This is an optimization exercise on Yosys and OpenROAD, whose aim is small area, not a production implementation. The RTL was checked by simulation tests, not by an equivalence proof against the original design. The clock port is modelled as an ideal driver; clocking choices that lean on that would not hold on a real chip. Power is estimated from default activity; no workload was simulated.

### design/flow/design.v
module reg_file #(
  parameter int DATA_WIDTH = 64,
  parameter int ADDR_WIDTH = 5,
  parameter int ZERO_REG   = 31
) (
  input  logic                  clk,
  input  logic                  rst_n,
  input  logic [ADDR_WIDTH-1:0] read_reg1,
  input  logic [ADDR_WIDTH-1:0] read_reg2,
  input  logic [ADDR_WIDTH-1:0] write_reg,
  input  logic [DATA_WIDTH-1:0] write_data,
  input  logic                  reg_write,
  output logic [DATA_WIDTH-1:0] read_data1,
  output logic [DATA_WIDTH-1:0] read_data2
);
  localparam int                    NUM_REGS = 1 << ADDR_WIDTH;
  localparam logic [ADDR_WIDTH-1:0] ZERO_IDX = ADDR_WIDTH'(ZERO_REG);
  logic [DATA_WIDTH-1:0] regs [NUM_REGS];
  logic write_live;
  assign write_live = reg_write && rst_n;
  always_ff @(posedge clk or negedge rst_n) begin
    if (!rst_n) begin
      for (int i = 0; i < NUM_REGS; i++) begin
        regs[i] <= '0;
      end
    end else if (reg_write && (write_reg != ZERO_IDX)) begin
      regs[write_reg] <= write_data;
    end
  end
  always_comb begin
    read_data1 = regs[read_reg1];
    if (read_reg1 == ZERO_IDX) begin
      read_data1 = '0;
    end else if (write_live && (write_reg == read_reg1)) begin
      read_data1 = write_data;
    end
  end
  always_comb begin
    read_data2 = regs[read_reg2];
    if (read_reg2 == ZERO_IDX) begin
      read_data2 = '0;
    end else if (write_live && (write_reg == read_reg2)) begin
      read_data2 = write_data;
    end
  end
endmodule
### design/flow/run.sh
#!/bin/bash
# synth_recipe.tcl (not shown) runs the flow's synth.tcl, then flattens the netlist and writes it again
# the make line also repeats each setting of config.mk as NAME=value (left out here)
make -C /OpenROAD-flow-scripts/flow DESIGN_CONFIG=/design/flow/config.mk WORK_HOME=/design/flow/orfs CLKGATE_MAP_FILE= SYNTH_SCRIPT=/design/flow/synth_recipe.tcl finish
### design/flow/config.mk
export PLATFORM = sky130hd
export DESIGN_NAME = reg_file
export DESIGN_NICKNAME = reg_file
export VERILOG_FILES = /design/flow/design.v
export SDC_FILE = /design/flow/constraint.sdc
export NUM_CORES = 8
export LEC_CHECK = 0
export CAP_MARGIN = 20
export CORE_MARGIN = 2
export CORE_UTILIZATION = 40
export SLEW_MARGIN = 20
### design/flow/constraint.sdc
create_clock -name core_clock -period 10.0 [get_ports {clk}]
set_input_delay 2.0000 -clock core_clock [delete_from_list [all_inputs] [get_ports {clk}]]
set_output_delay 2.0000 -clock core_clock [all_outputs]
set_load 0.01 [all_outputs]
==> flow_metrics.py, run 1 <==
metrics = {
    "final_layout": {
        "area_growth_pct": 13.35,
        "drive_gt1_share_pct": 34.64,
        "largest_register_ffs": 1984,
        "postLayoutCellArea_um2": 113900,
        "fin_nets": 8325,
        "reg.largest.list": "regs: 1984 flops",
        "fin_util_pct": 45.47,
        "regMostFlops": "regs",
    },
    "synth": {
        "ys.flop_type": "dfrtp_1",
        "netlist_area_um2": 100500,
        "synthXorXnorAreaFrac_pct": 0.1021,
        "synth_top_family_by_area": "multiplexers",
        "yosys.area_share.adder_pct": 0,
        "synth_fp_nets": 8378,
        "synth_compound_area_share_pct": 15.86,
        "postSynthAreaPerCell_um2": 12.11,
        "yosysSeqAreaShare_pct": 49.41,
        "synth-edff-count": 0,
        "ys_warn_count": 2,
        "ys_ff_latch": 1984,
        "synth_simple_gate_area_share_pct": 6.053,
        "muxShareOfSynthArea_pct": 24.25,
        "async_reset_ff_share_pct": 100.0,
        "synth.distinct_cells": 86,
        "syn_inst": 8296,
    },
    "clock_tree": {
        "cts_buffers": 210,
        "clk_path_buf_depth": 3,
        "htree_levels": 4,
        "cts.hold.buffers_added": 0,
        "cts.clk_slew.worst_paths_ns": 0.07,
        "cts_resized": 0,
        "cts_setup_buffers": 0,
        "cts-root-buf": "clkbuf_16",
        "cts_tree": "yes",
        "insertion_delay_ns": 0.92,
        "cts_sinks": 1984,
    },
    "route": {
        "route.vias.total": 93329,
        "vias_per_cell": 7.881,
        "ant_nets": 0,
        "drt_iter0_drc": 21092,
        "route.detailed.drc": 0,
        "totalWireLength_mm": 566.5,
        "dr.pass1.iters": 13,
        "routedWlPerCell_um": 47.84,
    },
    "min_path": {
        "whs_path_depth": 1,
        "hold_class": "flip-flop to flip-flop",
    },
    "timing": {
        "grt_setup_unrepaired": "false",
        "fin_skew_ns": 0,
        "fin_tns_setup_ns": 0,
        "maxSlewHeadroom_pct": 8.709,
        "tightest_slew_ns": 1.369,
        "hold_violations": 0,
        "slew_viol_final": 0,
        "fmax_ghz": 0.1121,
        "min_period_over_period_pct": 89.22,
        "setup_viol": 0,
        "min_period_ns": 8.922,
    },
    "placed_design": {
        "postPlaceCellArea_um2": 106500,
        "io_buffer_count": 209,
        "gp_congestion": 1.011,
        "dpl.hpwl_mm": 321.7,
    },
    "pwr": {
        "pwr-share-clk_pct": 35.3,
        "seqPwrFrac_pct": 48.5,
        "combPwrFrac_pct": 16.2,
        "ir_drop_mv": 0.2099,
        "power_density_nw_per_um2": 203.2,
        "sw_frac_of_total_pct": 30.85,
        "switchingPower_mw": 7.141,
        "p_leak_nw": 48.86,
        "p_int_mw": 16.01,
    },
    "global_route": {
        "grt.busiest_layer": "met2",
        "grt_pass1_vias": 87227,
        "use_met1_pct": 51.65,
        "use_met2_pct": 55.85,
        "grtUsageTotal_pct": 42.88,
        "antenna_found_initial": 65,
        "grt_pass1_wl_mm": 758.9,
        "grtUsageMet3_pct": 23.76,
        "overflow": 0,
        "grt_max_degree": 169,
    },
    "setup_path": {
        "worstSetupPathType": "primary input to output port",
        "reg2reg_to": "regs[4][49]$_DFFE_PN0P_",
        "r2r_cells": 1,
        "required_ns": 8.00,
        "startpoint": "read_reg2[2]",
        "reg2reg_from": "regs[4][49]$_DFFE_PN0P_",
        "endpoint": "read_data2[62]",
        "endpoint_kind": "output port",
        "crit_path_max_fanout": 18,
        "worst_ep_arrival_time_ns": 6.92,
        "crit_path_start_kind": "primary input",
        "reg2reg_slack_ns": 8.90,
    },
    "floorplanning": {
        "pin_count": 210,
        "dieArea_um2": 255200,
        "die_h_um": 505.2,
        "die_w_um": 505.2,
        "start_util_pct": 40.12,
        "num_rows": 184,
        "core_area_um2": 250500,
    },
    "run": {
        "cap_violations": 0,
    },
    "status": {
        "status": "no timing/DRC/antenna violations",
    },
}
-- layout make-up --
cell class | instances | area, µm²
Timing Repair Buffer | 594 | 5731
Antenna cell | 76 | 190.2
Fill cell | 22950 | 136600
Clock inverter | 60 | 708.2
Tap cell | 3348 | 4189
Sequential cell | 1984 | 49650
Inverter | 3 | 11.26
Clock buffer | 328 | 6352
Multi-Input combinational cell | 5450 | 47070
-- metrics by stage --
step	hold slack, ns	instances	setup WS [ns]	power [mW]
floorplan	0.4912	8296	4.340	12.85
global route	0.5452	11774	1.339	23.66
CTS	0.5310	11759	1.423	22.80
detailed placement	0.5177	11371	1.413	14.81
global placement	0.5079	11368	1.476	14.66
finish	0.5341	11843	1.078	23.15
-- synthesized netlist by cell type (all sizes together), types with 22 or more instances --
cell type  instances  share of area [%]
a2111oi           22               0.21
a21oi            184               0.92
a221oi           217                1.9
a222oi            44               0.44
a22o             208                1.8
a22oi           1146                8.6
a32oi             23               0.20
buf              558                3.2
clkbuf           301                1.1
dfrtp           1984                 49
mux2            2013                 23
mux2i            156                1.6
nand2            272                1.0
nand3            129               0.65
nand4            223                1.4
nor2             246                1.2
nor3             109               0.56
nor4              56               0.36
o21ai            138               0.69
o22ai             35               0.22
o32ai             22               0.19
-- how the worst min path moves through the flow --
stage                     slack [ns]                  endpoint                      from
after detailed placement        0.52   regs[0][19]$_DFFE_PN0P_   regs[0][19]$_DFFE_PN0P_
final                           0.53  regs[28][63]$_DFFE_PN0P_  regs[28][63]$_DFFE_PN0P_
after floorplan                 0.49   regs[0][51]$_DFFE_PN0P_   regs[0][51]$_DFFE_PN0P_
after global placement          0.51  regs[30][58]$_DFFE_PN0P_  regs[30][58]$_DFFE_PN0P_
after CTS                       0.53   regs[0][19]$_DFFE_PN0P_   regs[0][19]$_DFFE_PN0P_
after global routing            0.55   regs[3][12]$_DFFE_PN0P_   regs[3][12]$_DFFE_PN0P_
-- cell families (layout without fill, tap and decap cells) --
family / count (synthesis) / in the layout
xor+xnor: 10 / 10
other cells: 0 / 76
mux: 2175 / 2175
simple gates: 1147 / 1147
compound gates: 2118 / 2118
buf+inv: 862 / 985
flops: 1984 / 1984
-- placed cells by master, fill, tap and decap left out, types with 125 or more instances in the layout --
master / count
mux2_2: 2013
dfrtp_1: 1984
a22oi_1: 1146
buf_4: 319
nand2_1: 257
nand4_1: 223
a221oi_1: 213
clkbuf_16: 213
a22o_1: 208
a21oi_1: 184
clkdlybuf4s50_1: 179
nor2_1: 167
mux2i_1: 156
o21ai_0: 134
nand3_1: 125
-- worst max-delay path, stage by stage --
cell and delay (ns):
buf_2 0.36, buf_4 0.37, or3b_1 0.78, nor2_4 1.08, buf_4 0.59, a22oi_1 0.18
nand4_1 0.15, nor2_1 0.09, a21oi_1 0.54, clkdlybuf4s50_1 0.68
-- layer usage --
layer | up-vias | wire (µm)
met5 | - | 699
met4 | 73 | 57190
met3 | 3772 | 98520
met2 | 10745 | 215400
met1 | 46675 | 194700
li1 | 32064 | -
-- power by group through the flow --
stage / sequential (mW) / clock (mW) / combinational (mW)
after floorplan: 10.6 / 0 / 2.27
after global placement: 11.1 / 0 / 3.52
after detailed placement: 11.2 / 0 / 3.61
after CTS: 11.1 / 8.11 / 3.63
after global routing: 11.3 / 8.47 / 3.91
final: 11.2 / 8.17 / 3.76
==> run 2, diff against run 1 <==
==> design/flow/design.v (replaced) <==
module rf_aoi222 (
  input  logic a0, b0, a1, b1, a2, b2,
  output logic y
);
  assign y = ~((a0 & b0) | (a1 & b1) | (a2 & b2));
endmodule
module rf_aoi22 (
  input  logic a0, b0, a1, b1,
  output logic y
);
  assign y = ~((a0 & b0) | (a1 & b1));
endmodule
module rf_nand11 (
  input  logic [10:0] a,
  output logic        y
);
  assign y = ~&a;
endmodule
module rf_rdbit (
  input  logic [31:0] sel,
  input  logic [31:0] d,
  output logic        y
);
  logic [10:0] t;
  for (genvar g = 0; g < 10; g++) begin : g_aoi
    rf_aoi222 u_aoi (
      .a0(sel[3*g]),   .b0(d[3*g]),
      .a1(sel[3*g+1]), .b1(d[3*g+1]),
      .a2(sel[3*g+2]), .b2(d[3*g+2]),
      .y(t[g])
    );
  end
  rf_aoi22 u_aoi_last (
    .a0(sel[30]), .b0(d[30]),
    .a1(sel[31]), .b1(d[31]),
    .y(t[10])
  );
  rf_nand11 u_or (.a(t), .y(y));
endmodule
module reg_file #(
  parameter int DATA_WIDTH = 64,
  parameter int ADDR_WIDTH = 5,
  parameter int ZERO_REG   = 31
) (
  input  logic                  clk,
  input  logic                  rst_n,
  input  logic [ADDR_WIDTH-1:0] read_reg1,
  input  logic [ADDR_WIDTH-1:0] read_reg2,
  input  logic [ADDR_WIDTH-1:0] write_reg,
  input  logic [DATA_WIDTH-1:0] write_data,
  input  logic                  reg_write,
  output logic [DATA_WIDTH-1:0] read_data1,
  output logic [DATA_WIDTH-1:0] read_data2
);
  localparam int NUM_REGS = 32;
  logic [DATA_WIDTH-1:0] regs [NUM_REGS-1];
  logic [NUM_REGS-2:0]   written;
  logic write_live;
  assign write_live = reg_write && rst_n;
  logic [NUM_REGS-2:0] wen;
  logic [NUM_REGS-1:0] sel1, sel2;
  logic                byp1, byp2;
  for (genvar k = 0; k < NUM_REGS - 1; k++) begin : g_dec
    localparam logic [ADDR_WIDTH-1:0] NUM = ADDR_WIDTH'((k < ZERO_REG) ? k : k + 1);
    assign wen[k]  = write_live && (write_reg == NUM);
    assign sel1[k] = rst_n && (read_reg1 == NUM) && written[k] && !byp1;
    assign sel2[k] = rst_n && (read_reg2 == NUM) && written[k] && !byp2;
  end
  assign byp1 = write_live && (write_reg == read_reg1) && (read_reg1 != ADDR_WIDTH'(ZERO_REG));
  assign byp2 = write_live && (write_reg == read_reg2) && (read_reg2 != ADDR_WIDTH'(ZERO_REG));
  assign sel1[NUM_REGS-1] = byp1;
  assign sel2[NUM_REGS-1] = byp2;
  always_ff @(posedge clk or negedge rst_n) begin
    if (!rst_n) begin
      written <= '0;
    end else begin
      written <= written | wen;
    end
  end
  always_ff @(posedge clk) begin
    for (int k = 0; k < NUM_REGS - 1; k++) begin
      if (wen[k]) begin
        regs[k] <= write_data;
      end
    end
  end
  for (genvar b = 0; b < DATA_WIDTH; b++) begin : g_bit
    logic [NUM_REGS-1:0] d;
    for (genvar k = 0; k < NUM_REGS - 1; k++) begin : g_k
      assign d[k] = regs[k][b];
    end
    assign d[NUM_REGS-1] = write_data[b];
    rf_rdbit u_rd1 (.sel(sel1), .d(d), .y(read_data1[b]));
    rf_rdbit u_rd2 (.sel(sel2), .d(d), .y(read_data2[b]));
  end
endmodule
--- a/design/flow/config.mk
+++ b/design/flow/config.mk
@@ -8,4 +8,7 @@
 export CAP_MARGIN = 20
 export CORE_MARGIN = 2
-export CORE_UTILIZATION = 40
+export CORE_UTILIZATION = 60
+export CTS_BUF_LIST = sky130_fd_sc_hd__clkbuf_8
+export CTS_CLUSTER_SIZE = 20
 export SLEW_MARGIN = 20
+export SYNTH_HIERARCHICAL = 1
==> run 2 against run 1 <==
  * First-iteration DRC count down 12%
  * Sequential share of layout area grew 22 points
  * Wire length decreased by 42%
  * Total power fell by 28%
  * Die area is 47% lower
  * Worst hold slack lost 0.026 ns
  * Worst setup slack got worse by 0.019 ns
  * Combinational power is 82% lower
  * Utilization up 25 points
  * Clock-buffer cell count increased by 14
  * Highest routed layer unchanged
==> flow_metrics.py, run 2 <==
metrics = {
    "status": {
        "status": "no timing/DRC/antenna violations",
    },
    "synth": {
        "yosysSeqAreaShare_pct": 76.12,
        "synth_top_family_by_area": "compound AO/OA/AOI/OAI gates",
        "syn_inst": 4199,
        "ys.flop_type": "edfxtp_1",
        "synth.distinct_cells": 36,
        "yosysTopAreaCell": "edfxtp_1",
        "synth.top_cell.area_share_pct": 75.14,
        "synth-edff-count": 1984,
        "synthXorXnorAreaFrac_pct": 0.1073,
        "yosys.area_share.adder_pct": 0,
        "synth_compound_area_share_pct": 18.42,
        "synth_fp_nets": 4281,
        "post-synth-top-count-cell": "edfxtp_1",
        "synthTopCellsByCount": "1,984 x edfxtp_1, 1,280 x a222oi_1, 273 x nand4_1, 157 x nand3_1",
        "muxShareOfSynthArea_pct": 0,
        "ys_ff_latch": 2015,
        "ys_warn_count": 8,
        "synth_simple_gate_area_share_pct": 5.228,
        "postSynthAreaPerCell_um2": 18.88,
        "netlist_area_um2": 79290,
        "async_reset_ff_share_pct": 1.538,
        "synthTopCellsByArea": "edfxtp_1 75%, a222oi_1 16%, nand4_1 2.2%, a22oi_2 2.0%, or3_1 1.0%",
    },
    "final_layout": {
        "postLayoutCellArea_um2": 91900,
        "largest_register_ffs": 1984,
        "multiInputGateArea_um2": 19460,
        "layout_common_cells": "1,984 x edfxtp_1, 1,280 x a222oi_1, 342 x clkbuf_8",
        "drive_gt1_share_pct": 17.34,
        "fillCellCount": 8502,
        "layout_commonest_cell": "edfxtp_1",
        "fin_nets": 5038,
        "layout.area.seq_um2": 60350,
        "regMostFlops": "regs",
        "reg.largest.list": "regs: 1984 flops, written: 31 flops",
        "area_growth_pct": 15.91,
        "fin_cells": 6943,
    },
    "timing": {
        "fin_skew_ns": 0,
        "min_period_ns": 8.941,
        "slew_viol_final": 0,
        "fmax_ghz": 0.1118,
        "setup_viol": 0,
        "min_period_over_period_pct": 89.41,
        "grt_setup_unrepaired": "false",
        "fin_tns_setup_ns": 0,
        "tightest_slew_ns": 1.329,
        "worst_hold_slack_ns": 0.5079,
        "maxSlewHeadroom_pct": 11.19,
        "hold_violations": 0,
    },
    "setup_path": {
        "reg2reg_to": "written[30]$_DFF_PN0_",
        "required_ns": 8.00,
        "reg2reg_from": "written[30]$_DFF_PN0_",
        "crit_path_max_fanout": 27,
        "reg2reg_slack_ns": 9.13,
        "r2r_cells": 1,
        "startpoint": "read_reg2[0]",
        "crit_path_start_kind": "primary input",
        "worst_ep_arrival_time_ns": 6.94,
        "endpoint": "read_data2[25]",
        "endpoint_kind": "output port",
        "worstSetupPathType": "primary input to output port",
    },
    "placed_design": {
        "io_buffer_count": 209,
        "postPlaceCellArea_um2": 86050,
        "dpl.cell_count": 6371,
        "dpl.hpwl_mm": 176.5,
        "gp_congestion": 0.9240,
    },
    "route": {
        "vias_per_cell": 9.009,
        "drt_iter0_drc": 18548,
        "dr.pass1.iters": 15,
        "totalWireLength_mm": 329.7,
        "ant_nets": 0,
        "routedWlPerCell_um": 47.48,
        "route.vias.total": 62549,
        "route.detailed.drc": 0,
    },
    "floorplanning": {
        "pin_count": 210,
        "dieArea_um2": 135100,
        "core_area_um2": 131300,
        "num_rows": 133,
        "die_h_um": 367.5,
        "start_util_pct": 60.39,
        "die_w_um": 367.5,
    },
    "pwr": {
        "combPwrFrac_pct": 4.0,
        "ir_drop_mv": 0.1401,
        "p_int_mw": 12.94,
        "power_density_nw_per_um2": 181.6,
        "sw_frac_of_total_pct": 22.47,
        "seqPwrFrac_pct": 56.4,
        "p_leak_nw": 29.02,
        "pwr-share-clk_pct": 39.7,
        "switchingPower_mw": 3.751,
    },
    "clock_tree": {
        "cts_resized": 0,
        "clk_path_buf_depth": 4,
        "cts_setup_buffers": 0,
        "cts.hold.buffers_added": 0,
        "cts_sinks": 2015,
        "cts.clk_slew.worst_paths_ns": 0.05,
        "cts-root-buf": "clkbuf_8",
        "insertion_delay_ns": 0.99,
        "cts_buffers": 332,
        "htree_levels": 5,
        "cts_tree": "yes",
    },
    "global_route": {
        "grtUsageTotal_pct": 47.61,
        "antenna_found_initial": 25,
        "overflow": 0,
        "grt_pass1_wl_mm": 446.3,
        "grt_pass1_vias": 59789,
        "grt_max_degree": 65,
    },
    "min_path": {
        "hold_class": "flip-flop to flip-flop",
    },
    "run": {
        "cap_violations": 0,
    },
}
run 2: changes by cell type after synthesis, moves of 404 or more:
cell,change
a22oi_1,-1146
dfrtp_1,-1953
mux2_2,-2013
buf_2,-404
edfxtp_1,+1984
a222oi_1,+1236
run 2: worst max-delay path, cell delays in order:
cell and delay [ns]:
clkdlybuf4s50_1 0.60, nor2b_1 0.78, nand3_1 0.42, nor2_4 1.02, buf_4 0.66, a222oi_1 0.21, nand4_1 0.16, or3_1 0.39
clkdlybuf4s50_1 0.66
run 2: final cells by class:
cell class,instances,share of cell area (%)
flip-flops and latches,2015,65.67
multi-input cells,2166,21.18
well taps,1755,2.389
clock buffers,342,5.122
clock inverters,214,1.204
diodes,10,0.02723
inverters,2,0.008169
repair buffers,439,4.398
run 2: worst min-delay path by stage:
stage,end,cells after the start,startpoint
6_report,written[1]$_DFF_PN0_,1,written[1]$_DFF_PN0_
5_1_grt,written[27]$_DFF_PN0_,1,written[27]$_DFF_PN0_
4_1_cts,written[1]$_DFF_PN0_,1,written[1]$_DFF_PN0_
3_5_place_dp,written[16]$_DFF_PN0_,1,written[16]$_DFF_PN0_
3_3_place_gp,written[17]$_DFF_PN0_,1,written[17]$_DFF_PN0_
2_1_floorplan,written[0]$_DFF_PN0_,1,written[0]$_DFF_PN0_
run 2: routing by layer:
| layer | part of all wire [%] | vias to the layer above | wire (µm) | track usage [%] |
|---|---|---|---|---|
| met3 | 20 | 1624 | 65370 | 20.84 |
| met2 | 42 | 7648 | 139400 | 67.88 |
| met5 | 0.086 | - | 285 | 0.6410 |
| li1 | - | 22662 | - | - |
| met4 | 6.9 | 28 | 22670 | 27.66 |
| met1 | 31 | 30587 | 101900 | 60.75 |
run 2: metrics by stage:
step / worst slack (ns) / util (%) / power, mW
after global placement: 1.175 / 65.50 / 10.21
final: 1.059 / 69.99 / 16.69
after detailed placement: 1.369 / 65.54 / 10.22
after global routing: 1.183 / 69.98 / 17.04
after floorplan: 0.04367 / - / 9.779
after CTS: 1.333 / 69.96 / 16.63
run 2: cell families (layout without fill, tap and decap cells):
kind of cell              after synthesis  in the layout
and+or+nand+nor                       727            727
DFF                                  2015           2015
xor gates and xnor gates                8              8
other                                   0             10
buffers and inverters                  18            997
AOI/OAI and AO/OA                    1431           1431
run 2: power by group through the flow:
stage / combinational [mW] / sequential, mW / clock (mW)
global placement: 0.628 / 9.58 / 0
CTS: 0.637 / 9.41 / 6.59
detailed placement: 0.634 / 9.59 / 0
finish: 0.662 / 9.41 / 6.62
floorplan: 0.208 / 9.57 / 0
global route: 0.672 / 9.41 / 6.95
run 2: Yosys stat by module (local to each module, per instance), a selection:
| module | cells inside | times used |
|---|---|---|
| rf_aoi222 | 1 | 1280 |
| rf_aoi22 | 1 | 128 |
| rf_nand11 | 4 | 128 |
| reg_file | 2279 | 1 |
==> run 3, diff against run 2 <==
--- a/design/flow/config.mk
+++ b/design/flow/config.mk
@@ -9,6 +9,5 @@
 export CORE_MARGIN = 2
 export CORE_UTILIZATION = 60
-export CTS_BUF_LIST = sky130_fd_sc_hd__clkbuf_8
-export CTS_CLUSTER_SIZE = 20
+export CTS_BUF_LIST = sky130_fd_sc_hd__clkbuf_4 sky130_fd_sc_hd__clkbuf_8
 export SLEW_MARGIN = 20
 export SYNTH_HIERARCHICAL = 1
==> run 3 against run 2 <==
  * Global-route usage about the same
  * Critical path depth unchanged
  * Sequential power hardly changed
  * Synthesized area stayed put
  * Sequential cell count unchanged
  * Critical path type unchanged
  * Clock-buffer cell count is 102 higher
  * Clock power rose by 5.3%
  * Clock skew unchanged
  * First-iteration DRC count shrank 0.97%
==> flow_metrics.py, run 3 <==
metrics = {
    "setup_path": {
        "worstSetupPathType": "primary input to output port",
        "crit_path_max_fanout": 27,
        "r2r_cells": 1,
        "worst_ep_arrival_time_ns": 6.91,
        "endpoint_kind": "output port",
        "crit_path_start_kind": "primary input",
        "required_ns": 8.00,
    },
    "route": {
        "route.detailed.drc": 0,
        "wl_met1_mm": 102.5,
        "routedWlPerCell_um": 47.39,
        "routed.top_layer": "met5",
        "drt_iter0_drc": 18369,
        "route.vias.total": 62420,
        "dr.pass1.iters": 15,
        "vias_per_cell": 8.979,
        "dr_wl_met3_mm": 64.12,
        "ant_nets": 0,
        "dr_wl_met2_mm": 139.5,
        "totalWireLength_mm": 329.5,
    },
    "placed_design": {
        "io_buffer_count": 209,
        "dpl.hpwl_mm": 176.5,
        "gp_congestion": 0.9240,
        "postPlaceCellArea_um2": 86050,
    },
    "global_route": {
        "grtUsageTotal_pct": 47.63,
        "grt_pass1_vias": 59664,
        "overflow": 0,
        "grt_pass1_wl_mm": 446.5,
        "grt_max_degree": 65,
        "antenna_found_initial": 22,
    },
    "final_layout": {
        "layout_common_cells": "1,984 x edfxtp_1, 1,280 x a222oi_1, 342 x clkbuf_8",
        "fillCellCount": 8438,
        "layout_commonest_cell": "edfxtp_1",
        "reg.largest.list": "regs: 1984 flops, written: 31 flops",
        "postLayoutCellArea_um2": 92270,
        "area_growth_pct": 16.37,
        "largest_register_ffs": 1984,
        "drive_gt1_share_pct": 19.25,
        "regMostFlops": "regs",
        "fin_nets": 5036,
    },
    "clock_tree": {
        "insertion_delay_ns": 1.00,
        "cts_resized": 0,
        "clk_path_buf_depth": 4,
        "htree_levels": 5,
        "cts-root-buf": "clkbuf_8",
        "cts.clk_slew.worst_paths_ns": 0.06,
        "cts_sinks": 2015,
        "cts.hold.buffers_added": 0,
        "cts_setup_buffers": 0,
        "cts_buffers": 331,
        "cts_tree": "yes",
    },
    "timing": {
        "fin_skew_ns": 0,
        "tightest_slew_ns": 1.264,
        "slew_viol_final": 0,
        "hold_violations": 0,
        "grt_setup_unrepaired": "false",
        "setup_viol": 0,
        "min_period_over_period_pct": 89.05,
        "min_period_ns": 8.905,
        "fin_tns_setup_ns": 0,
        "maxSlewHeadroom_pct": 15.54,
        "fmax_ghz": 0.1123,
    },
    "synth": {
        "async_reset_ff_share_pct": 1.538,
        "synth-edff-count": 1984,
        "yosysSeqAreaShare_pct": 76.12,
        "postSynthAreaPerCell_um2": 18.88,
        "synthTopCellsByArea": "edfxtp_1 75%, a222oi_1 16%, nand4_1 2.2%, a22oi_2 2.0%, or3_1 1.0%",
        "post-synth-top-count-cell": "edfxtp_1",
        "synthTopCellsByCount": "1,984 x edfxtp_1, 1,280 x a222oi_1, 273 x nand4_1, 157 x nand3_1",
        "synth_fp_nets": 4281,
        "netlist_area_um2": 79290,
        "synth.distinct_cells": 36,
        "ys_warn_count": 8,
        "ys_ff_latch": 2015,
        "yosysTopAreaCell": "edfxtp_1",
        "synth.top_cell.area_share_pct": 75.14,
        "ys.flop_type": "edfxtp_1",
        "syn_inst": 4199,
    },
    "pwr": {
        "switchingPower_mw": 3.745,
        "seqPwrFrac_pct": 55.2,
        "sw_frac_of_total_pct": 21.98,
        "p_int_mw": 13.29,
        "power_density_nw_per_um2": 184.7,
        "pwr-share-clk_pct": 40.9,
        "combPwrFrac_pct": 3.9,
        "ir_drop_mv": 0.1397,
        "p_leak_nw": 28.92,
    },
    "run": {
        "cap_violations": 0,
    },
    "floorplanning": {
        "num_rows": 133,
        "pin_count": 210,
        "dieArea_um2": 135100,
        "core_area_um2": 131300,
        "die_w_um": 367.5,
        "start_util_pct": 60.39,
        "die_h_um": 367.5,
    },
    "min_path": {
        "whs_path_depth": 1,
        "hold_class": "flip-flop to flip-flop",
    },
    "status": {
        "status": "no timing/DRC/antenna violations",
    },
}
-- run 3: cell counts after synthesis --
Identical to the previous run, type by type.
-- run 3: path summary, 6_finish.rpt --
| check | startpoint | to | slack, ns |
|---|---|---|---|
| min in group asynchronous | rst_n | written[2]$_DFF_PN0_ | 1.12 |
| min reg2reg | written[1]$_DFF_PN0_ | written[1]$_DFF_PN0_ | 0.51 |
| min | written[1]$_DFF_PN0_ | written[1]$_DFF_PN0_ | 0.51 |
| max in group asynchronous | rst_n | written[6]$_DFF_PN0_ | 8.42 |
| max reg2reg | written[30]$_DFF_PN0_ | written[30]$_DFF_PN0_ | 9.13 |
| max | read_reg2[0] | read_data2[25] | 1.09 |
-- run 3: cell families after synthesis --
family                    share of synthesized area [%]
xor gates and xnor gates                         0.1073
buffers and inverters                            0.1278
AOI/OAI and AO/OA                                 18.42
and+or+nand+nor                                   5.228
DFF                                               76.12
-- run 3: power by group through the flow --
stage / clock network (mW) / logic (mW) / registers, mW
finish: 6.97 / 0.661 / 9.41
global route: 7.30 / 0.673 / 9.41
CTS: 6.93 / 0.637 / 9.41
detailed placement: 0 / 0.634 / 9.59
global placement: 0 / 0.628 / 9.58
floorplan: 0 / 0.208 / 9.57
-- run 3: stage by stage --
| stage | util [%] | total power [mW] | hold slack [ns] | setup slack, ns | std cells |
|---|---|---|---|---|---|
| finish | 70.27 | 17.04 | 0.5080 | 1.095 | 6952 |
| global route | 70.24 | 17.38 | 0.5205 | 1.144 | 6932 |
| CTS | 70.23 | 16.98 | 0.5063 | 1.333 | 6925 |
| detailed placement | 65.54 | 10.22 | 0.4906 | 1.369 | 6371 |
| global placement | 65.50 | 10.21 | 0.4819 | 1.175 | 6368 |
| floorplan | - | 9.779 | 0.4575 | 0.04367 | 4199 |
-- run 3: worst max-delay path: stages --
cell	delay [ns]
clkdlybuf4s50_1	0.60
nor2b_1	0.76
nand3_1	0.42
nor2_4	1.04
buf_4	0.65
a222oi_1	0.22
nand4_1	0.16
or3_1	0.37
clkdlybuf4s50_1	0.65
-- run 3: cell type report --
type                            instances  area (µm²)  area share [%]
Tap cell                             1755        2196           2.380
Sequential cell                      2015       60350           65.41
Clock inverter                        110       686.9          0.7445
Multi-Input combinational cell       2166       19460           21.10
Antenna cell                           22       55.05         0.05967
Inverter                                2       7.507        0.008136
Timing Repair Buffer                  438        4033           4.371
Clock buffer                          444        5473           5.931
-- run 3: modules after synthesis (local to each module, per instance), excerpt --
module | area (µm²) | cells inside | times used
reg_file | 61830 | 2279 | 1
rf_nand11 | 23.77 | 4 | 128
rf_aoi22 | 12.51 | 1 | 128
rf_aoi222 | 10.01 | 1 | 1280
-- run 3: per-layer routing --
| metal | up-vias | GRT usage [%] |
|---|---|---|
| met5 | - | 0.4630 |
| met4 | 24 | 27.60 |
| met3 | 1668 | 20.65 |
| met2 | 7566 | 68.09 |
| met1 | 30480 | 60.79 |
| li1 | 22682 | - |
==> run 4, diff against run 3 <==
--- a/design/flow/design.v
+++ b/design/flow/design.v
@@ -64,6 +64,6 @@
     localparam logic [ADDR_WIDTH-1:0] NUM = ADDR_WIDTH'((k < ZERO_REG) ? k : k + 1);
     assign wen[k]  = write_live && (write_reg == NUM);
-    assign sel1[k] = rst_n && (read_reg1 == NUM) && written[k] && !byp1;
-    assign sel2[k] = rst_n && (read_reg2 == NUM) && written[k] && !byp2;
+    assign sel1[k] = (read_reg1 == NUM) && written[k] && !byp1;
+    assign sel2[k] = (read_reg2 == NUM) && written[k] && !byp2;
   end
   assign byp1 = write_live && (write_reg == read_reg1) && (read_reg1 != ADDR_WIDTH'(ZERO_REG));
--- a/design/flow/config.mk
+++ b/design/flow/config.mk
@@ -8,6 +8,5 @@
 export CAP_MARGIN = 20
 export CORE_MARGIN = 2
-export CORE_UTILIZATION = 60
-export CTS_BUF_LIST = sky130_fd_sc_hd__clkbuf_4 sky130_fd_sc_hd__clkbuf_8
+export CORE_UTILIZATION = 40
 export SLEW_MARGIN = 20
 export SYNTH_HIERARCHICAL = 1
==> run 4 against run 3 <==
  * Die area rose by 49%
  * Sequential cell count unchanged
  * Critical path type unchanged
  * Global-route usage is 17 points lower
  * Wire length decreased by 3.0%
  * Clock skew did not move
  * Critical path depth rose by 2
  * First-iteration DRC count decreased by 16%
  * Utilization decreased by 23 points
  * Sequential power about the same
==> flow_metrics.py, run 4 <==
metrics = {
    "global_route": {
        "grt_pass1_vias": 57387,
        "grt_pass1_wl_mm": 434.7,
        "antenna_found_initial": 13,
        "grtUsageTotal_pct": 30.33,
        "overflow": 0,
        "grt_max_degree": 65,
    },
    "clock_tree": {
        "htree_levels": 4,
        "cts_setup_buffers": 0,
        "cts.hold.buffers_added": 0,
        "clk_path_buf_depth": 3,
        "cts_sinks": 2015,
        "cts_resized": 0,
        "cts_tree": "yes",
        "cts.clk_slew.worst_paths_ns": 0.06,
        "cts_buffers": 202,
        "insertion_delay_ns": 0.85,
        "cts-root-buf": "clkbuf_16",
    },
    "final_layout": {
        "area_growth_pct": 17.38,
        "fin_nets": 4849,
        "fin_util_pct": 47.21,
        "largest_register_ffs": 1984,
        "layout_commonest_cell": "edfxtp_1",
        "fillCellCount": 16621,
        "regMostFlops": "regs",
        "reg.largest.list": "regs: 1984 flops, written: 31 flops",
        "layout_common_cells": "1,984 x edfxtp_1, 1,280 x a222oi_1, 268 x nand4_1",
        "postLayoutCellArea_um2": 93020,
        "drive_gt1_share_pct": 14.65,
    },
    "synth": {
        "netlist_area_um2": 79240,
        "postSynthAreaPerCell_um2": 18.93,
        "synth.top_cell.area_share_pct": 75.18,
        "synthTopCellsByCount": "1,984 x edfxtp_1, 1,280 x a222oi_1, 268 x nand4_1, 139 x nand3_1",
        "synthTopCellsByArea": "edfxtp_1 75%, a222oi_1 16%, nand4_1 2.1%, a22oi_2 2.0%, or3_1 1.0%",
        "synth.distinct_cells": 39,
        "ys_ff_latch": 2015,
        "synth-edff-count": 1984,
        "ys.flop_type": "edfxtp_1",
        "synth_fp_nets": 4268,
        "yosysSeqAreaShare_pct": 76.16,
        "yosysTopAreaCell": "edfxtp_1",
        "ys_warn_count": 8,
        "syn_inst": 4186,
        "post-synth-top-count-cell": "edfxtp_1",
        "async_reset_ff_share_pct": 1.538,
    },
    "min_path": {
        "whs_path_depth": 1,
        "hold_start": "written[26]$_DFF_PN0_",
        "whs_endpoint": "written[26]$_DFF_PN0_",
        "hold_class": "flip-flop to flip-flop",
    },
    "placed_design": {
        "gp_congestion": 0.8489,
        "dpl.hpwl_mm": 169.5,
        "postPlaceCellArea_um2": 86940,
        "io_buffer_count": 209,
    },
    "route": {
        "route.vias.total": 58945,
        "totalWireLength_mm": 319.6,
        "vias_per_cell": 7.782,
        "ant_nets": 0,
        "drt_iter0_drc": 15461,
        "route.detailed.drc": 0,
        "routedWlPerCell_um": 42.20,
        "dr.pass1.iters": 13,
    },
    "run": {
        "cap_violations": 0,
    },
    "timing": {
        "tightest_slew_ns": 1.271,
        "slew_viol_final": 0,
        "fin_tns_setup_ns": 0,
        "setup_viol": 0,
        "maxSlewHeadroom_pct": 15.10,
        "grt_setup_unrepaired": "false",
        "min_period_ns": 8.856,
        "hold_violations": 0,
        "min_period_over_period_pct": 88.56,
        "fmax_ghz": 0.1129,
        "fin_skew_ns": 0,
    },
    "floorplanning": {
        "die_w_um": 449.1,
        "dieArea_um2": 201700,
        "num_rows": 163,
        "start_util_pct": 40.22,
        "pin_count": 210,
        "die_h_um": 449.1,
        "core_area_um2": 197000,
    },
    "pwr": {
        "p_total_mw": 17.50,
        "switchingPower_mw": 3.843,
        "p_leak_nw": 28.31,
        "ir_drop_mv": 0.1872,
        "sw_frac_of_total_pct": 21.95,
        "pwr-share-clk_pct": 41.0,
        "p_int_mw": 13.66,
        "combPwrFrac_pct": 5.2,
        "seqPwrFrac_pct": 53.8,
        "power_density_nw_per_um2": 188.2,
    },
    "setup_path": {
        "worstSetupPathType": "primary input to output port",
        "worst_ep_arrival_time_ns": 6.86,
        "crit_path_max_fanout": 49,
        "reg2reg_from": "written[19]$_DFF_PN0_",
        "endpoint_kind": "output port",
        "reg2reg_slack_ns": 9.12,
        "r2r_cells": 1,
        "crit_path_start_kind": "primary input",
        "required_ns": 8.00,
        "reg2reg_to": "written[19]$_DFF_PN0_",
        "startpoint": "read_reg1[2]",
    },
    "status": {
        "status": "no timing/DRC/antenna violations",
    },
}
run 4: how the worst max path moves through the flow:
| stage | cells past startpoint | end |
|---|---|---|
| finish | 11 | read_data1[43] |
| global route | 11 | read_data1[43] |
| CTS | 11 | read_data1[43] |
| detailed placement | 11 | read_data2[24] |
| global placement | 11 | read_data2[24] |
| floorplan | 9 | read_data1[0] |
run 4: metal layers:
layer | vias up | routed length, µm | global-route usage, %
li1 | 22260 | - | -
met5 | - | 222 | 0.5919
met2 | 5837 | 139500 | 45.23
met1 | 29716 | 108400 | 39.21
met4 | 12 | 19510 | 16.62
met3 | 1120 | 51970 | 9.753
run 4: kinds of logic (layout without fill, tap and decap cells):
kind of cell              count (synthesis)  after routing  share of synthesized area [%]
and+or+nand+nor                         695            695                          5.064
other                                     0              6                              0
xor gates and xnor gates                  8              8                         0.1074
DFF                                    2015           2015                          76.16
AOI/OAI and AO/OA                      1443           1443                          18.52
buffers and inverters                    25            768                         0.1453
run 4: worst max-delay path, cell delays in order:
cell and delay [ns]:
clkdlybuf4s50_1 0.76, nand2_1 0.44, o21ai_0 0.25, nor3_2 0.82
buf_4 0.25, nor2_4 0.05, buf_12 0.21, a222oi_1 0.49
nand4_1 0.44, or3_1 0.55, clkdlybuf4s50_1 0.53
run 4: metrics by stage:
step	instances	worst slack [ns]	hold WS, ns
5_1_grt	7571	1.085	0.5323
3_3_place_gp	7195	1.392	0.4879
3_5_place_dp	7197	1.376	0.4864
6_report	7575	1.144	0.5015
2_1_floorplan	4186	0.02107	0.4538
4_1_cts	7563	1.346	0.5045
run 4: area by class of cell:
type,count,area [µm²],share of cell area (%)
inverters,3,11.26,0.01211
multi-input cells,2146,19530,20.99
flip-flops and latches,2015,60350,64.88
well taps,2640,3303,3.551
diodes,6,15.01,0.01614
repair buffers,399,3720,3.999
clock buffers,264,5309,5.707
clock inverters,102,778.2,0.8367
run 4: power groups by stage:
stage,sequential (mW),clock (mW),combinational [mW]
6_report,9.41,7.18,0.914
5_1_grt,9.41,7.54,0.945
4_1_cts,9.41,7.20,0.906
3_5_place_dp,9.59,0,0.902
3_3_place_gp,9.59,0,0.894
2_1_floorplan,9.57,0,0.322
run 4: per-module statistics from Yosys, one instance, submodules excluded, excerpt:
module / cells inside / copies in the design / flip-flops and latches
rf_nand11: 4 / 128 / 0
reg_file: 2266 / 1 / 2015
rf_aoi222: 1 / 1280 / 0
rf_aoi22: 1 / 128 / 0
==> run 5, diff against run 4 <==
--- a/design/flow/design.v
+++ b/design/flow/design.v
@@ -64,6 +64,6 @@
     localparam logic [ADDR_WIDTH-1:0] NUM = ADDR_WIDTH'((k < ZERO_REG) ? k : k + 1);
     assign wen[k]  = write_live && (write_reg == NUM);
-    assign sel1[k] = (read_reg1 == NUM) && written[k] && !byp1;
-    assign sel2[k] = (read_reg2 == NUM) && written[k] && !byp2;
+    assign sel1[k] = rst_n && (read_reg1 == NUM) && written[k] && !byp1;
+    assign sel2[k] = rst_n && (read_reg2 == NUM) && written[k] && !byp2;
   end
   assign byp1 = write_live && (write_reg == read_reg1) && (read_reg1 != ADDR_WIDTH'(ZERO_REG));
==> design/flow/flow/run.sh (new file) <==
#!/bin/bash
# Layout flow: the standard ORFS flow, with smaller port buffers, a clock
# tree with larger sink clusters, and power recovery (downsizing) after
# global routing. Each tool's output goes to a log file in this folder.
cp standard.sh standard.sh.log
export BUFFER_PORTS_ARGS="-buffer_cell sky130_fd_sc_hd__buf_1"
export CTS_ARGS="-sink_clustering_enable -repair_clock_nets -sink_clustering_size 25 -sink_clustering_max_diameter 100 -buf_list sky130_fd_sc_hd__clkbuf_16"
export RECOVER_POWER=100
bash standard.sh > flow_standard.log 2>&1
==> design/flow/standard.sh (new file) <==
#!/bin/bash
# synth_recipe.tcl (not shown) runs the flow's synth.tcl, then flattens the netlist and writes it again
# the make line also repeats each setting of config.mk as NAME=value (left out here)
make -C /OpenROAD-flow-scripts/flow DESIGN_CONFIG=/design/flow/config.mk WORK_HOME=/design/flow/orfs CLKGATE_MAP_FILE= SYNTH_SCRIPT=/design/flow/synth_recipe.tcl "${@:-finish}"
removed: design/flow/run.sh
==> run 5 against run 4 <==
  * The layout now fails its checks (capacitance limit, slew limit)
  * Wire length shrank 1.6%
  * Synthesized cell count up 0.31%
  * Worst setup slack worse by 0.25 ns
  * Cell count fell by 2.8%
  * Utilization decreased by 2.8 points
  * Combinational power down 39%
  * Critical path type unchanged
  * Largest cell class unchanged
==> flow_metrics.py, run 5 <==
metrics = {
    "synth": {
        "yosysTopAreaCell": "edfxtp_1",
        "postSynthAreaPerCell_um2": 18.88,
        "synth.top_cell.area_share_pct": 75.14,
        "synth_fp_nets": 4281,
        "synthTopCellsByArea": "edfxtp_1 75%, a222oi_1 16%, nand4_1 2.2%, a22oi_2 2.0%, or3_1 1.0%",
        "synth_compound_area_share_pct": 18.42,
        "synth-edff-count": 1984,
        "ys.flop_type": "edfxtp_1",
        "synth_simple_gate_area_share_pct": 5.228,
        "synthTopCellsByCount": "1,984 x edfxtp_1, 1,280 x a222oi_1, 273 x nand4_1, 157 x nand3_1",
        "ys_warn_count": 8,
        "syn_inst": 4199,
        "synth.distinct_cells": 36,
        "muxShareOfSynthArea_pct": 0,
        "ys_ff_latch": 2015,
        "async_reset_ff_share_pct": 1.538,
        "post-synth-top-count-cell": "edfxtp_1",
        "yosys.area_share.adder_pct": 0,
        "netlist_area_um2": 79290,
        "synth_top_family_by_area": "compound AO/OA/AOI/OAI gates",
        "synthXorXnorAreaFrac_pct": 0.1073,
        "yosysSeqAreaShare_pct": 76.12,
    },
    "pwr": {
        "combPwrFrac_pct": 3.9,
        "switchingPower_mw": 3.101,
        "power_density_nw_per_um2": 163.3,
        "sw_frac_of_total_pct": 21.68,
        "p_int_mw": 11.20,
        "p_total_mw": 14.30,
        "p_leak_nw": 25.86,
        "ir_drop_mv": 0.1242,
        "pwr-share-clk_pct": 30.4,
        "seqPwrFrac_pct": 65.7,
    },
    "timing": {
        "fmax_ghz": 0.1098,
        "maxSlewHeadroom_pct": -251.7,
        "fin_skew_ns": 0,
        "finalWorstSetupSlack_ns": 0.8941,
        "fin_tns_setup_ns": 0,
        "worst_hold_slack_ns": 0.5113,
        "min_period_ns": 9.106,
        "hold_violations": 0,
        "tightest_slew_ns": 5.276,
        "min_period_over_period_pct": 91.06,
        "grt_setup_unrepaired": "false",
        "setup_viol": 0,
        "slew_viol_final": 2536,
    },
    "placed_design": {
        "io_buffer_count": 209,
        "dpl.cell_count": 7232,
        "dpl.hpwl_mm": 171.2,
        "postPlaceCellArea_um2": 85590,
        "gp_congestion": 0.8976,
        "pre_cts_ws_ns": 1.639,
    },
    "setup_path": {
        "crit_path_start_kind": "primary input",
        "startpoint": "rst_n",
        "reg2reg_from": "written[29]$_DFF_PN0_",
        "required_ns": 8.00,
        "crit_path_max_fanout": 41,
        "worst_ep_arrival_time_ns": 7.11,
        "endpoint_kind": "output port",
        "worstSetupPathType": "primary input to output port",
    },
    "clock_tree": {
        "cts_tree": "yes",
        "cts-root-buf": "clkbuf_16",
        "cts_buffers": 92,
        "cts_resized": 0,
        "htree_levels": 3,
        "cts_setup_buffers": 0,
        "cts.clk_slew.worst_paths_ns": 0.10,
        "cts.hold.buffers_added": 0,
        "cts_sinks": 2015,
        "insertion_delay_ns": 0.80,
        "clk_path_buf_depth": 3,
    },
    "route": {
        "dr.pass1.iters": 11,
        "drt_iter0_drc": 14921,
        "route.detailed.drc": 0,
        "route.vias.total": 57837,
        "ant_nets": 0,
        "routedWlPerCell_um": 42.71,
        "totalWireLength_mm": 314.6,
        "vias_per_cell": 7.852,
    },
    "final_layout": {
        "area_growth_pct": 10.50,
        "fin_util_pct": 44.43,
        "drive_gt1_share_pct": 9.114,
        "reg.largest.list": "regs: 1984 flops, written: 31 flops",
        "layout_commonest_cell": "edfxtp_1",
        "fin_nets": 4774,
        "postLayoutCellArea_um2": 87610,
        "fin_cells": 7366,
        "layout_common_cells": "1,984 x edfxtp_1, 1,280 x a222oi_1, 273 x nand4_1",
        "regMostFlops": "regs",
        "largest_register_ffs": 1984,
    },
    "status": {
        "status": "failed layout checks",
        "violatedChecks": "capacitance limit, slew limit",
    },
    "floorplanning": {
        "start_util_pct": 40.20,
        "num_rows": 163,
        "pin_count": 210,
        "die_w_um": 449.2,
        "core_area_um2": 197200,
        "dieArea_um2": 201800,
        "die_h_um": 449.2,
    },
    "global_route": {
        "grt_max_degree": 60,
        "overflow": 0,
        "grtUsageTotal_pct": 29.90,
        "grt_pass1_wl_mm": 429.8,
        "antenna_found_initial": 18,
        "grt_pass1_vias": 56218,
    },
    "run": {
        "cap_violations": 80,
    },
    "min_path": {
        "hold_start": "written[19]$_DFF_PN0_",
        "hold_class": "flip-flop to flip-flop",
    },
}
[run 5: cell count changes in the layout (fill, tap and decap cells not counted), sizes merged, moves of 16 or more]
cell and delta:
clkdlybuf4s50 -179, clkinv -80, buf +63, clkbuf -40, nor2 +40, and3 -29, nand3 +19, nor4 -16
[run 5: power by group through the flow]
stage | Combinational (mW) | Clock, mW | Sequential, mW
finish | 0.558 | 4.35 | 9.40
CTS | 0.566 | 4.36 | 9.39
detailed placement | 0.565 | 0 | 9.58
global placement | 0.556 | 0 | 9.58
floorplan | 0.208 | 0 | 9.57
[run 5: final cells by class]
type	instances	area (µm²)
antenna	8	20.02
multi-input combinational	2166	19280
tap	2640	3303
clock buffer	92	2302
timing repair buffer	415	2125
fill	17093	109600
sequential	2015	60350
clock inverter	28	221.5
inverter	2	7.507
[run 5: final timing paths]
path	end	slack, ns	cells past startpoint
worst min register to register	written[19]$_DFF_PN0_	0.51	1
worst min-delay path	written[19]$_DFF_PN0_	0.51	1
max in group asynchronous	written[1]$_DFF_PN0_	7.99	2
worst max register to register	written[29]$_DFF_PN0_	9.15	1
worst max-delay path	read_data1[39]	0.89	9
min in group asynchronous	written[23]$_DFF_PN0_	1.17	1
[run 5: logic make-up after synthesis]
group           after synthesis
compound gates             1431
buf+inv                      18
flops                      2015
simple gates                727
xor+xnor                      8
[run 5: critical path: stages]
cell,delay [ns]
clkbuf_2,0.43
o2111ai_1,0.48
nor2_4,0.98
nor2_4,0.42
clkbuf_2,1.05
a222oi_1,0.69
nand4_1,0.35
or3_1,0.44
buf_1,0.14
[run 5: layer usage]
metal  global-route usage, %  part of all wire [%]
met1                   37.34                    33
met2                   46.88                    45
met3                   7.313                    14
met4                   18.59                   7.4
met5                       0                 0.027
[run 5: per-module statistics from Yosys (local to each module, per instance), excerpt]
module / times used / cell area (µm²) / cells inside
rf_aoi222: 1280 / 10.01 / 1
rf_nand11: 128 / 23.77 / 4
reg_file: 1 / 61830 / 2279
rf_aoi22: 128 / 12.51 / 1
==> run 6, diff against run 5 <==
==> design/flow/flow/run.sh (replaced) <==
#!/bin/bash
# Layout flow: the standard ORFS flow, with smaller port buffers and a
# clock tree with larger sink clusters. Each tool's output goes to a log file
# in this folder.
export BUFFER_PORTS_ARGS="-buffer_cell sky130_fd_sc_hd__buf_1"
export CTS_ARGS="-sink_clustering_enable -repair_clock_nets -sink_clustering_size 25 -sink_clustering_max_diameter 100 -buf_list sky130_fd_sc_hd__clkbuf_16"
bash standard.sh > flow_standard.log 2>&1
==> run 6 against run 5 <==
  * Sequential cell count did not move
  * Worst setup slack improved by 0.65 ns
  * Synthesized cell count did not move
  * Largest cell class unchanged
  * Cell count barely moved
  * Worst hold slack improved by 0.0027 ns
  * Critical path depth did not move
  * Critical endpoint is now read_data1[50]
  * The run now finishes clean
  * Total power barely moved
==> flow_metrics.py, run 6 <==
metrics = {
    "timing": {
        "setup_viol": 0,
        "min_period_ns": 8.452,
        "worst_hold_slack_ns": 0.5140,
        "fmax_ghz": 0.1183,
        "min_period_over_period_pct": 84.52,
        "hold_violations": 0,
        "tightest_slew_ns": 1.255,
        "fin_tns_setup_ns": 0,
        "fin_skew_ns": 0,
        "slew_viol_final": 0,
        "maxSlewHeadroom_pct": 16.32,
        "grt_setup_unrepaired": "false",
    },
    "global_route": {
        "grtUsageTotal_pct": 29.90,
        "grt_pass1_vias": 56218,
        "grt_pass1_wl_mm": 429.8,
        "grt_max_degree": 60,
        "overflow": 0,
        "antenna_found_initial": 18,
    },
    "final_layout": {
        "layout.area.seq_um2": 60350,
        "reg.largest.list": "regs: 1984 flops, written: 31 flops",
        "fillCellCount": 16983,
        "area_growth_pct": 11.35,
        "layout_commonest_cell": "edfxtp_1",
        "fin_cells": 7368,
        "largest_register_ffs": 1984,
        "layout_common_cells": "1,984 x edfxtp_1, 1,280 x a222oi_1, 273 x nand4_1",
        "regMostFlops": "regs",
        "fin_nets": 4774,
        "multiInputGateArea_um2": 19460,
        "drive_gt1_share_pct": 12.04,
    },
    "route": {
        "routedWlPerCell_um": 42.72,
        "ant_nets": 0,
        "dr.pass1.iters": 11,
        "route.vias.total": 58164,
        "route.detailed.drc": 0,
        "vias_per_cell": 7.894,
        "drt_iter0_drc": 15102,
        "totalWireLength_mm": 314.8,
    },
    "pwr": {
        "ir_drop_mv": 0.1243,
        "power_density_nw_per_um2": 162.1,
        "combPwrFrac_pct": 4.0,
        "sw_frac_of_total_pct": 21.69,
        "p_int_mw": 11.20,
        "pwr-share-clk_pct": 30.4,
        "p_leak_nw": 26.33,
        "switchingPower_mw": 3.103,
        "seqPwrFrac_pct": 65.6,
    },
    "setup_path": {
        "reg2reg_to": "written[29]$_DFF_PN0_",
        "reg2reg_from": "written[29]$_DFF_PN0_",
        "path_cells": "clkbuf_2, o2111ai_1, nor2_4, nor2_4, buf_4, a222oi_1, nand4_1, or3_1, buf_1",
        "crit_family": "simple AND/OR/NAND/NOR gates",
        "endpoint_kind": "output port",
        "max_stage_delay_ns": 1.00,
        "critPathSlowestCell": "nor2_4",
        "r2r_cells": 1,
        "crit_buf_inv": 3,
        "required_ns": 8.00,
        "cp_common_cell": "nor2_4",
        "crit_path_max_fanout": 49,
        "crit_path_start_kind": "primary input",
        "worst_ep_arrival_time_ns": 6.45,
        "reg2reg_slack_ns": 9.16,
        "worstSetupPathType": "primary input to output port",
    },
    "clock_tree": {
        "cts_sinks": 2015,
        "cts_setup_buffers": 0,
        "cts-root-buf": "clkbuf_16",
        "htree_levels": 3,
        "cts.hold.buffers_added": 0,
        "cts.clk_slew.worst_paths_ns": 0.11,
        "cts_buffers": 92,
        "cts_tree": "yes",
        "cts_resized": 0,
        "clk_path_buf_depth": 3,
        "insertion_delay_ns": 0.80,
    },
    "floorplanning": {
        "num_rows": 163,
        "dieArea_um2": 201800,
        "core_area_um2": 197200,
        "start_util_pct": 40.20,
        "pin_count": 210,
        "die_w_um": 449.2,
        "die_h_um": 449.2,
    },
    "synth": {
        "synthTopCellsByCount": "1,984 x edfxtp_1, 1,280 x a222oi_1, 273 x nand4_1, 157 x nand3_1",
        "synth.top_cell.area_share_pct": 75.14,
        "synth-edff-count": 1984,
        "synth_fp_nets": 4281,
        "ys.flop_type": "edfxtp_1",
        "yosysSeqAreaShare_pct": 76.12,
        "yosysTopAreaCell": "edfxtp_1",
        "netlist_area_um2": 79290,
        "ys_warn_count": 8,
        "synthTopCellsByArea": "edfxtp_1 75%, a222oi_1 16%, nand4_1 2.2%, a22oi_2 2.0%, or3_1 1.0%",
        "syn_inst": 4199,
        "synth.distinct_cells": 36,
        "async_reset_ff_share_pct": 1.538,
        "post-synth-top-count-cell": "edfxtp_1",
        "postSynthAreaPerCell_um2": 18.88,
        "ys_ff_latch": 2015,
    },
    "min_path": {
        "whs_path_depth": 1,
        "hold_start": "written[16]$_DFF_PN0_",
        "hold_class": "flip-flop to flip-flop",
        "whs_endpoint": "written[16]$_DFF_PN0_",
    },
    "status": {
        "status": "no timing/DRC/antenna violations",
    },
    "placed_design": {
        "gp_congestion": 0.8976,
        "dpl.hpwl_mm": 171.2,
        "io_buffer_count": 209,
        "dpl.cell_count": 7232,
    },
    "run": {
        "cap_violations": 0,
    },
}
## run 6: final cells by class
type,instances,share of cell area (%)
Timing Repair Buffer,415,2.956
Tap cell,2640,3.741
Clock buffer,92,2.608
Inverter,2,0.008503
Clock inverter,28,0.2508
Multi-Input combinational cell,2166,22.05
Sequential cell,2015,68.36
Antenna cell,10,0.02834
## run 6: per-stage QoR
| stage | utilization (%) | cell area, µm² | power, mW | worst slack [ns] |
|---|---|---|---|---|
| after CTS | 44.68 | 88120 | 14.31 | 1.648 |
| after global placement | 43.37 | 85530 | 10.13 | 1.706 |
| final | 44.77 | 88290 | 14.31 | 1.548 |
| after floorplan | - | 79290 | 9.779 | 0.04367 |
| after global routing | 44.76 | 88270 | 14.62 | 1.370 |
| after detailed placement | 43.40 | 85590 | 10.14 | 1.639 |
## run 6: per-layer routing
metal  GRT usage [%]  up-vias  part of all wire [%]
li1                -    21962                     -
met1           37.34    29293                    33
met2           46.88     5691                    45
met3           7.313     1210                    15
met4           18.59        8                   7.3
met5               0        -                 0.022
## run 6: worst max-delay path by stage
stage | startpoint | endpoint | slack, ns | depth (start not counted)
floorplan | read_reg2[2] | read_data2[0] | 0.04 | 8
global route | rst_n | read_data1[50] | 1.37 | 9
global placement | rst_n | read_data1[52] | 1.71 | 9
CTS | rst_n | read_data1[52] | 1.65 | 9
finish | rst_n | read_data1[50] | 1.55 | 9
detailed placement | rst_n | read_data1[52] | 1.64 | 9
## run 6: cell families (layout without fill, tap and decap cells)
| kind of cell | count (synthesis) | in the layout | share of synthesized area (%) |
|---|---|---|---|
| buf+inv | 18 | 537 | 0.1278 |
| flops | 2015 | 2015 | 76.12 |
| xor+xnor | 8 | 8 | 0.1073 |
| compound gates | 1431 | 1431 | 18.42 |
| other cells | 0 | 10 | 0 |
| simple gates | 727 | 727 | 5.228 |
## run 6: power groups by stage
stage | sequential, mW | clock (mW) | combinational, mW
after floorplan | 9.57 | 0 | 0.208
after global placement | 9.58 | 0 | 0.556
after detailed placement | 9.58 | 0 | 0.565
after CTS | 9.39 | 4.36 | 0.566
after global routing | 9.40 | 4.62 | 0.598
final | 9.39 | 4.34 | 0.574
## run 6: Yosys stat by module, one instance, submodules excluded, a selection
module | times used | cells
rf_nand11 | 128 | 4
reg_file | 1 | 2279
rf_aoi22 | 128 | 1
rf_aoi222 | 1280 | 1
==> run 7, diff against run 6 <==
==> design/flow/flow/run.sh (replaced) <==
#!/bin/bash
# Layout flow: the standard ORFS flow, with smaller port buffers, a clock
# tree with larger sink clusters, and gate downsizing after CTS. Each tool's
# output goes to a log file in this folder.
here=$(pwd)
export BUFFER_PORTS_ARGS="-buffer_cell sky130_fd_sc_hd__buf_1"
export CTS_ARGS="-sink_clustering_enable -repair_clock_nets -sink_clustering_size 25 -sink_clustering_max_diameter 100 -buf_list sky130_fd_sc_hd__clkbuf_16"
export POST_CTS_TCL=$here/flow/post_cts.tcl
bash standard.sh > flow_standard.log 2>&1
==> design/flow/flow/post_cts.tcl (new file) <==
# After CTS: downsize gates with timing slack, then fix any slew or
# capacitance violation this leaves and legalize the placement again.
log_cmd repair_timing -recover_power 100 -verbose
log_cmd estimate_parasitics -placement
repair_design_helper
log_cmd detailed_placement
log_cmd estimate_parasitics -placement
==> run 7 against run 6 <==
  * Clock-buffer cell count stayed put
  * Global-route usage rose by 0.091 points
  * Non-clock buffer count increased by 53
  * Clock skew unchanged
  * Largest power group unchanged
  * Sequential power hardly changed
  * Still clean on timing, DRC and antenna
==> flow_metrics.py, run 7 <==
metrics = {
    "setup_path": {
        "required_ns": 8.00,
        "crit_path_start_kind": "primary input",
        "max_stage_delay_ns": 1.00,
        "endpoint_kind": "output port",
        "reg2reg_slack_ns": 9.16,
        "critPathSlowestCell": "nor2_4",
        "reg2reg_from": "written[17]$_DFF_PN0_",
        "worstSetupPathType": "primary input to output port",
        "path_cells": "clkbuf_1, o2111ai_1, nor2_4, nor2_4, buf_4, a222oi_1, nand4_1, or3_1, buf_1",
        "r2r_cells": 1,
        "worst_ep_arrival_time_ns": 6.41,
        "startpoint": "rst_n",
        "reg2reg_to": "written[17]$_DFF_PN0_",
        "cp_common_cell": "nor2_4",
        "crit_path_max_fanout": 47,
    },
    "placed_design": {
        "io_buffer_count": 209,
        "gp_congestion": 0.8976,
        "dpl.hpwl_mm": 171.2,
        "postPlaceCellArea_um2": 85590,
        "pre_cts_ws_ns": 1.639,
        "dpl.cell_count": 7232,
    },
    "final_layout": {
        "regMostFlops": "regs",
        "postLayoutCellArea_um2": 89330,
        "layout_commonest_cell": "edfxtp_1",
        "fin_cells": 7423,
        "largest_register_ffs": 1984,
        "layout_common_cells": "1,984 x edfxtp_1, 1,280 x a222oi_1, 273 x nand4_1",
        "drive_gt1_share_pct": 12.87,
        "fin_nets": 4827,
        "area_growth_pct": 12.67,
        "reg.largest.list": "regs: 1984 flops, written: 31 flops",
    },
    "floorplanning": {
        "dieArea_um2": 201800,
        "die_h_um": 449.2,
        "num_rows": 163,
        "pin_count": 210,
        "core_area_um2": 197200,
        "start_util_pct": 40.20,
        "die_w_um": 449.2,
    },
    "route": {
        "route.detailed.drc": 0,
        "vias_per_cell": 7.886,
        "ant_nets": 0,
        "dr.pass1.iters": 11,
        "routedWlPerCell_um": 42.50,
        "route.vias.total": 58538,
        "totalWireLength_mm": 315.5,
        "drt_iter0_drc": 15244,
    },
    "pwr": {
        "sw_frac_of_total_pct": 21.67,
        "p_total_mw": 14.30,
        "power_density_nw_per_um2": 160.1,
        "p_int_mw": 11.20,
        "ir_drop_mv": 0.1246,
        "p_leak_nw": 26.75,
        "seqPwrFrac_pct": 65.7,
        "pwr-share-clk_pct": 30.3,
        "combPwrFrac_pct": 4.0,
        "switchingPower_mw": 3.099,
    },
    "global_route": {
        "antenna_found_initial": 18,
        "grt_pass1_vias": 56782,
        "grtUsageTotal_pct": 29.99,
        "grt_max_degree": 60,
        "grt_pass1_wl_mm": 431.3,
        "overflow": 0,
    },
    "synth": {
        "synth-edff-count": 1984,
        "ys.flop_type": "edfxtp_1",
        "postSynthAreaPerCell_um2": 18.88,
        "synthTopCellsByArea": "edfxtp_1 75%, a222oi_1 16%, nand4_1 2.2%, a22oi_2 2.0%, or3_1 1.0%",
        "async_reset_ff_share_pct": 1.538,
        "synthTopCellsByCount": "1,984 x edfxtp_1, 1,280 x a222oi_1, 273 x nand4_1, 157 x nand3_1",
        "synth_fp_nets": 4281,
        "synth.distinct_cells": 36,
        "ys_ff_latch": 2015,
        "yosysSeqAreaShare_pct": 76.12,
        "netlist_area_um2": 79290,
        "yosysTopAreaCell": "edfxtp_1",
        "synth.top_cell.area_share_pct": 75.14,
        "post-synth-top-count-cell": "edfxtp_1",
        "syn_inst": 4199,
        "ys_warn_count": 8,
    },
    "timing": {
        "finalWorstSetupSlack_ns": 1.592,
        "min_period_ns": 8.408,
        "setup_viol": 0,
        "fin_skew_ns": 0,
        "grt_setup_unrepaired": "false",
        "fin_tns_setup_ns": 0,
        "fmax_ghz": 0.1189,
        "tightest_slew_ns": 1.254,
        "slew_viol_final": 0,
        "hold_violations": 0,
        "min_period_over_period_pct": 84.08,
        "maxSlewHeadroom_pct": 16.41,
    },
    "clock_tree": {
        "cts_sinks": 2015,
        "insertion_delay_ns": 0.81,
        "cts_tree": "yes",
        "cts.clk_slew.worst_paths_ns": 0.11,
    },
    "status": {
        "status": "no timing/DRC/antenna violations",
    },
    "min_path": {
        "whs_endpoint": "written[23]$_DFF_PN0_",
        "hold_class": "flip-flop to flip-flop",
        "whs_path_depth": 1,
        "hold_start": "written[23]$_DFF_PN0_",
    },
    "run": {
        "cap_violations": 0,
    },
}
[run 7: cell counts after synthesis]
Identical to the previous run, type by type.
[run 7: final cells by class]
type | instances | area (µm²)
antenna | 12 | 30.03
sequential | 2015 | 60350
clock inverter | 28 | 221.5
timing repair buffer | 468 | 3667
clock buffer | 92 | 2302
inverter | 2 | 7.507
multi-input combinational | 2166 | 19450
tap | 2640 | 3303
fill | 16868 | 107900
[run 7: routing by layer]
metal  GRT usage, %  wire (µm)
met1          37.37     104700
met2          46.79     142000
met3          7.471      44870
met4          19.14      23870
met5              0         46
[run 7: logic make-up (layout without fill, tap and decap cells)]
logic type	count (synthesis)	after routing	synth area share, %
AOI/OAI and AO/OA	1431	1431	18.42
DFF	2015	2015	76.12
other	0	12	0
and+or+nand+nor	727	727	5.228
xor gates and xnor gates	8	8	0.1073
buffers and inverters	18	590	0.1278
[run 7: per-stage QoR]
step,util [%],hold slack (ns)
5_1_grt,45.29,0.5226
3_5_place_dp,43.40,0.4815
3_3_place_gp,43.37,0.4745
6_report,45.30,0.5135
2_1_floorplan,-,0.4575
[run 7: worst max path at each step]
stage / to / slack [ns] / cells past startpoint
3_3_place_gp: read_data1[52] / 1.71 / 9
6_report: read_data1[15] / 1.59 / 9
2_1_floorplan: read_data2[0] / 0.04 / 8
3_5_place_dp: read_data1[52] / 1.64 / 9
5_1_grt: read_data1[50] / 1.48 / 9
[run 7: Yosys stat by module, one instance, submodules excluded, excerpt]
module	flip-flops and latches	copies in the design	cell area (µm²)
rf_nand11	0	128	23.77
rf_aoi222	0	1280	10.01
reg_file	2015	1	61830
rf_aoi22	0	128	12.51
[run 7: worst max-delay path, delay by kind of cell]
kind	cells	cell delay [ns]
AND/OR/NAND/NOR	4	2.24
buffers and inverters	3	1.07
AO/OA/AOI/OAI	2	0.97
[run 7: power groups by stage]
stage	Clock (mW)	Sequential (mW)	Combinational, mW
2_1_floorplan	0	9.57	0.208
3_3_place_gp	0	9.58	0.556
3_5_place_dp	0	9.58	0.565
5_1_grt	4.63	9.40	0.597
6_report	4.34	9.39	0.573

==> port drivers added, routing unchanged <==
No port has a modelled driver above. Below, the same layouts with a new extraction and two added sets of constraints.
Step 1 sets driving cells, clkbuf_16 on the clock port and buf_2 on the other inputs (assumed; they add their load-dependent delay and slew).
Step 2 adds t to the input delays and takes it off the output delays; t is the mean of the earliest and latest rising clock arrival at the registers after step 1. Input paths then give back, and output paths get back, about the clock's delay inside the block.
a / b / c = ideal / step 1 / step 2; a / b = the first two.
| run | t, ns | slack for setup (ns) | clock arrival spread, ns |
|---|---|---|---|
| run 1 | 1.018 | 1.078 / 0.969 / 0.969 | 0.076 / 0.075 |
| run 2 | 1.101 | 1.059 / 1.036 / 1.036 | 0.061 / 0.062 |
| run 3 | 1.091 | 1.095 / 1.072 / 1.072 | 0.053 / 0.053 |
| run 4 | 0.923 | 1.144 / 1.121 / 1.121 | 0.057 / 0.057 |
| run 5 | 0.866 | 0.894 / 0.857 / 0.331 | 0.037 / 0.036 |
| run 6 | 0.865 | 1.548 / 1.511 / 1.511 | 0.043 / 0.043 |
| run 7 | 0.871 | 1.592 / 1.553 / 1.553 | 0.052 / 0.052 |
For run 5, which loses most, drivers alone change the setup slack by -0.037 ns; drivers and shift together by -0.563 ns.
